This is an optimization exercise on Yosys and OpenROAD, whose aim is small area, not a production implementation.
Where RTL was checked, it was by simulation tests only, not by an equivalence proof against the original.
Power figures rest on the tool's default switching activity, not on a simulated workload.

==> inputs of wip/zinc <==
==> flow/design.v (excerpt) <==
module raycast_row (
  input  logic       clk,
  input  logic       reset,
  input  logic       i_slice_req,
  input  texture_pkg::wall_id_t   i_slice_wall,
  input  logic       i_slice_side,
  input  texture_pkg::texu_t      i_slice_texu,
  input  texture_pkg::size_t      i_slice_size,
  input  texture_pkg::step_t      i_slice_step,
  output logic       o_slice_ack,
  input  video_pkg::rgb_t       i_sky,
  input  video_pkg::rgb_t       i_floor,
  output logic       o_tex_csb,
  output logic       o_tex_out0,
  output logic       o_tex_oeb0,
  input  logic [3:0] i_tex_in,
  output logic       o_hsync_n,
  output logic       o_vsync_n,
  output logic       o_hblank,
  output logic       o_vblank,
  output video_pkg::hpos_t      o_hpos,
  output video_pkg::vpos_t      o_vpos,
  output video_pkg::rgb_t       o_rgb
);
Settings: LEC_CHECK=0, CAP_MARGIN=20, CORE_MARGIN=2, CORE_UTILIZATION=40, PLACE_DENSITY=0.6, SLEW_MARGIN=20; clock period 20.0 ns.
run.sh (not shown) runs the stock make flow with config.mk's settings and CLKGATE_MAP_FILE= SYNTH_SCRIPT=/design/flow/synth_recipe.tcl, a recipe that flattens the netlist after the stock synthesis.
==> wip/umber (differences from wip/zinc) <==
--- a/flow/design.v
+++ b/flow/design.v
@@ -63,18 +63,19 @@
     end
     if (!reset || (o_hmax && vmax)) begin
       o_vpos <= '0;
     end else if (o_hmax) begin
       o_vpos <= o_vpos + 1'b1;
     end
   end
-  assign o_hsync_n = !(o_hpos >= video_pkg::H_SYNC_START && o_hpos < video_pkg::H_SYNC_END);
-  assign o_vsync_n = !(o_vpos >= video_pkg::V_SYNC_START && o_vpos < video_pkg::V_SYNC_END);
-  assign o_hblank  = (o_hpos >= video_pkg::H_VIEW);
-  assign o_vblank  = (o_vpos >= video_pkg::V_VIEW);
+  assign o_hblank  = o_hpos[9] & (o_hpos[8] | o_hpos[7]);
+  assign o_hsync_n = !(o_hpos[9] & !o_hpos[8] & o_hpos[7]
+                       & (o_hpos[6:4] != 3'b000) & (o_hpos[6:4] != 3'b111));
+  assign o_vblank  = o_vpos[9] | (&o_vpos[8:5]);
+  assign o_vsync_n = !(o_vpos[9:1] == 9'b011110101);
   assign o_visible = !o_hblank && !o_vblank;
 endmodule
 `timescale 1ns/1ps
 module slice_queue (
   input  logic     clk,
   input  logic     reset,
   input  video_pkg::hpos_t    i_hpos,
@@ -86,15 +87,15 @@
   input  texture_pkg::step_t    i_slice_step,
   output logic     o_slice_ack,
   output texture_pkg::wall_id_t cur_wall,
   output logic     cur_side,
   output texture_pkg::texu_t    cur_texu,
   output texture_pkg::size_t    cur_size,
   output texture_pkg::step_t    cur_step,
-  output logic [5:0] late_left,
+  output logic [6:0] late_end,
   output logic [6:0] late_step
 );
   logic     pend_full;
   texture_pkg::wall_id_t pend_wall;
   logic     pend_side;
   texture_pkg::texu_t    pend_texu;
   texture_pkg::size_t    pend_size;
@@ -120,28 +121,24 @@
         pend_full <= 1'b0;
       end
       if (promote) begin
         cur_wall <= pend_full ? pend_wall : '0;
       end
     end
   end
-  logic [8:0] left_full;
-  assign left_full = cur_size - 9'd280;
   always_ff @(posedge clk) begin
     if (promote) begin
-      if (cur_wall == '0 || cur_size <= 9'd280) begin
-        late_left <= '0;
-      end else if (cur_size >= 9'd343) begin
-        late_left <= '1;
+      if (cur_wall == '0 || cur_size < 9'd256) begin
+        late_end <= '0;
+      end else if (cur_size >= 9'd320) begin
+        late_end <= 7'd64;
       end else begin
-        late_left <= left_full[5:0];
+        late_end <= {1'b0, cur_size[5:0]};
       end
       late_step <= cur_step[6:0];
-    end else if (late_left != '0) begin
-      late_left <= late_left - 1'b1;
     end
   end
   always_ff @(posedge clk) begin
     if (take) begin
       pend_wall <= i_slice_wall;
       pend_side <= i_slice_side;
       pend_texu <= i_slice_texu;
@@ -166,80 +163,76 @@
   input  texture_pkg::texv_t       i_texv,
   output logic        o_tex_csb,
   output logic        o_tex_out0,
   output logic        o_tex_oeb0,
   input  logic [3:0]  i_tex_in,
   output video_pkg::rgb_t          o_texel
 );
-  logic [127:0] ring_r, ring_g, ring_b;
-  logic         window;
+  logic [63:0] ring [6];
+  logic        window;
+  logic        nib_hi;
+  logic [5:0]  nib_bit;
   texture_pkg::wall_id_t wall_index;
-  logic [31:0]  stream;
-  assign window = (i_hpos[9:7] == 3'b101);
-  always_ff @(posedge clk) begin
-    ring_r <= {ring_r[126:0], window ? i_tex_in[0] : ring_r[127]};
-    ring_g <= {ring_g[126:0], window ? i_tex_in[1] : ring_g[127]};
-    ring_b <= {ring_b[126:0], window ? i_tex_in[2] : ring_b[127]};
+  logic [31:0] stream;
+  assign window  = (i_hpos[9:7] == 3'b101);
+  assign nib_hi  = i_hpos[0];
+  assign nib_bit = {i_tex_in[2], i_tex_in[2], i_tex_in[1], i_tex_in[1], i_tex_in[0], i_tex_in[0]};
+  for (genvar k = 0; k < 6; k++) begin : g_ring
+    logic load;
+    assign load = window && (nib_hi == k[0]);
+    always_ff @(posedge clk) begin
+      ring[k][63:2] <= ring[k][62:1];
+      ring[k][1]    <= (load && i_hpos[6])  ? nib_bit[k] : ring[k][0];
+      ring[k][0]    <= (load && !i_hpos[6]) ? nib_bit[k] : ring[k][63];
+    end
   end
   assign o_tex_csb  = !(i_hpos >= 10'd600 && i_hpos < 10'd768);
   assign o_tex_oeb0 = (i_hpos >= 10'd632 && i_hpos < 10'd768);
   assign wall_index = cur_wall - 2'd1;
   assign stream = {texture_pkg::TSPI_CMD, 9'd0, wall_index, cur_side, cur_texu, 6'd0};
   assign o_tex_out0 = stream[5'd23 - i_hpos[4:0]];
-  logic [6:0] u, u1;
-  logic [5:0] idx_e, idx_o;
-  logic [63:0] ev_r, ev_g, ev_b, od_r, od_g, od_b;
-  logic        e_r, e_g, e_b, o_r, o_g, o_b;
-  assign u     = i_hpos[6:0] + 7'd31;
-  assign u1    = i_hpos[6:0] + 7'd30;
-  assign idx_e = u[6:1] - i_texv;
-  assign idx_o = u1[6:1] - i_texv;
-  for (genvar j = 0; j < 64; j++) begin : g_split
-    assign ev_r[j] = ring_r[2*j];
-    assign ev_g[j] = ring_g[2*j];
-    assign ev_b[j] = ring_b[2*j];
-    assign od_r[j] = ring_r[2*j+1];
-    assign od_g[j] = ring_g[2*j+1];
-    assign od_b[j] = ring_b[2*j+1];
+  logic [5:0]  y;
+  logic [63:0] sel;
+  assign y = i_hpos[5:0] - {i_texv[4:0], 1'b0} + {5'd0, i_texv[5]};
+  for (genvar j = 0; j < 64; j++) begin : g_sel
+    assign sel[j] = (y == j);
+  end
+  for (genvar k = 0; k < 6; k++) begin : g_read
+    logic [63:0] taps;
+    for (genvar j = 0; j < 64; j++) begin : g_tap
+      assign taps[j] = ring[k][(j + 31 - k % 2) % 64];
+    end
+    assign o_texel[k] = |(sel & taps);
   end
-  assign e_r = ev_r[idx_e];
-  assign e_g = ev_g[idx_e];
-  assign e_b = ev_b[idx_e];
-  assign o_r = od_r[idx_o];
-  assign o_g = od_g[idx_o];
-  assign o_b = od_b[idx_o];
-  assign o_texel = u[0] ? {e_b, o_b, e_g, o_g, e_r, o_r}
-                        : {o_b, e_b, o_g, e_g, o_r, e_r};
 endmodule
 `timescale 1ns/1ps
 module wall_span (
   input  logic  clk,
   input  video_pkg::hpos_t i_hpos,
   input  logic  i_hmax,
   input  texture_pkg::wall_id_t    cur_wall,
   input  texture_pkg::size_t       cur_size,
   input  texture_pkg::step_t       cur_step,
-  input  logic [5:0]  late_left,
+  input  logic [6:0]  late_end,
   input  logic [6:0]  late_step,
   output logic  o_wall_en,
   output texture_pkg::texv_t o_texv
 );
-  logic [10:0] col_plus;
-  logic [10:0] span_hi;
   logic [16:0] texv_acc;
   logic [16:0] texv_sum;
   logic        late;
   logic        early_en;
+  logic [9:0]  offs;
+  logic [8:0]  fold;
   texture_pkg::step_t step;
-  assign col_plus  = {1'b0, i_hpos} + {2'b00, cur_size};
-  assign span_hi   = 11'(video_pkg::H_HALF) + {2'b00, cur_size};
-  assign early_en  = (cur_wall != '0) && (col_plus >= 11'(video_pkg::H_HALF))
-                     && ({1'b0, i_hpos} < span_hi);
-  assign late      = (i_hpos >= 10'd600);
-  assign o_wall_en = late ? (late_left != '0) : early_en;
+  assign offs     = i_hpos - video_pkg::H_HALF;
+  assign fold     = offs[8:0] ^ {9{offs[9]}};
+  assign early_en = (cur_wall != '0) && (fold < cur_size);
+  assign late      = i_hpos[9] & i_hpos[6] & (i_hpos[5] | (i_hpos[4] & i_hpos[3]));
+  assign o_wall_en = late ? ({1'b0, i_hpos[5:0]} < late_end) : early_en;
   assign step      = late ? {9'd0, late_step} : cur_step;
   assign texv_sum = {1'b0, texv_acc[15:0]} + {1'b0, step};
   always_ff @(posedge clk) begin
     if (!o_wall_en || i_hmax) begin
       texv_acc <= '0;
     end else begin
       texv_acc <= {texv_acc[16] | texv_sum[16], texv_sum[15:0]};
@@ -258,15 +251,15 @@
   output video_pkg::rgb_t        o_rgb
 );
   always_comb begin
     if (!i_visible) begin
       o_rgb = '0;
     end else if (i_wall_en) begin
       o_rgb = i_texel;
-    end else if (i_hpos < video_pkg::H_HALF) begin
+    end else if (!i_hpos[9] && !(i_hpos[8] && (i_hpos[7] || i_hpos[6]))) begin
       o_rgb = i_floor;
     end else begin
       o_rgb = i_sky;
     end
   end
 endmodule
 `timescale 1ns/1ps
@@ -300,15 +293,15 @@
   texture_pkg::texv_t       texv;
   video_pkg::rgb_t          texel;
   texture_pkg::wall_id_t    cur_wall;
   logic        cur_side;
   texture_pkg::texu_t       cur_texu;
   texture_pkg::size_t       cur_size;
   texture_pkg::step_t       cur_step;
-  logic [5:0]  late_left;
+  logic [6:0]  late_end;
   logic [6:0]  late_step;
   scan_timing u_scan_timing (
     .clk       (clk),
     .reset     (reset),
     .o_hpos    (o_hpos),
     .o_vpos    (o_vpos),
     .o_hmax    (hmax),
@@ -330,15 +323,15 @@
     .i_slice_step (i_slice_step),
     .o_slice_ack  (o_slice_ack),
     .cur_wall     (cur_wall),
     .cur_side     (cur_side),
     .cur_texu     (cur_texu),
     .cur_size     (cur_size),
     .cur_step     (cur_step),
-    .late_left    (late_left),
+    .late_end     (late_end),
     .late_step    (late_step)
   );
   texture_fetch u_texture_fetch (
     .clk         (clk),
     .i_hpos      (o_hpos),
     .cur_wall    (cur_wall),
     .cur_side    (cur_side),
@@ -353,15 +346,15 @@
   wall_span u_wall_span (
     .clk        (clk),
     .i_hpos     (o_hpos),
     .i_hmax     (hmax),
     .cur_wall   (cur_wall),
     .cur_size   (cur_size),
     .cur_step   (cur_step),
-    .late_left  (late_left),
+    .late_end   (late_end),
     .late_step  (late_step),
     .o_wall_en  (wall_en),
     .o_texv     (texv)
   );
   pixel_mux u_pixel_mux (
     .i_visible (visible),
     .i_hpos    (o_hpos),
CTS_BUF_LIST = sky130_fd_sc_hd__clkbuf_16   (was not set)
CTS_CLUSTER_DIAMETER = 80   (was not set)
CTS_CLUSTER_SIZE = 20   (was not set)
==> comparison table <==
item	wip/zinc	wip/umber
Result of the run	no timing/DRC/antenna violations	no timing/DRC/antenna violations
Register Area	0.01088 mm^2	0.01091 mm^2
Combined global-route utilization of all metal layers	15.75%	18.74%
Reported leakage power	7.756 nW	7.051 nW
Synthesized netlist net count	1290	1457
Met1 Usage GRT	21.25%	25.89%
Count of flip-flops with a built-in enable after synthesis	79	80
Int Power	1.654 mW	1.387 mW
Launch instance of the worst register-to-register path	u_scan_timing.o_hpos[1]$_SDFF_PP0_	u_scan_timing.o_hpos[6]$_SDFF_PP0_
Upper clock frequency limit	100.2 MHz	103.3 MHz
Slack of the worst reg-to-reg path	15.21 ns	15.20 ns
Portion of the post-synthesis area used by sequential elements	62.75%	65.54%
Initial DRC count	441	954
Worst setup SP type	primary input	flop
For wip/umber, only the layout was checked, not whether the RTL still works.

## port drivers added, routing unchanged
No port has a modelled driver above. Below, the same layouts with a new extraction and two added sets of constraints.
Step 1, drivers: a clkbuf_16 drives clk and a buf_2 each remaining input, both assumed.
Step 2 moves the port delays by t, midway between the first and last clock arrival at a register: inputs arrive t later, outputs are due t later. That takes back most of the time a late clock gives input paths.
a / b / c = ideal / step 1 / step 2; a / b = the first two.
| run | t (ns) | setup slack, ns | clock arrival spread, ns | worst slew at a driven data input, ns | pins driven straight from the clock port |
|---|---|---|---|---|---|
| wip/zinc | 0.637 | 10.020 / 9.990 / 9.990 | 0.048 / 0.049 | 0.04 | 1 |
| wip/umber | 0.652 | 10.323 / 10.268 / 10.350 | 0.027 / 0.028 | 0.06 | 1 |
After both steps setup and hold are still met in every run listed. For wip/zinc, which loses most, drivers alone change the setup slack by -0.030 ns; drivers and shift together by -0.030 ns.
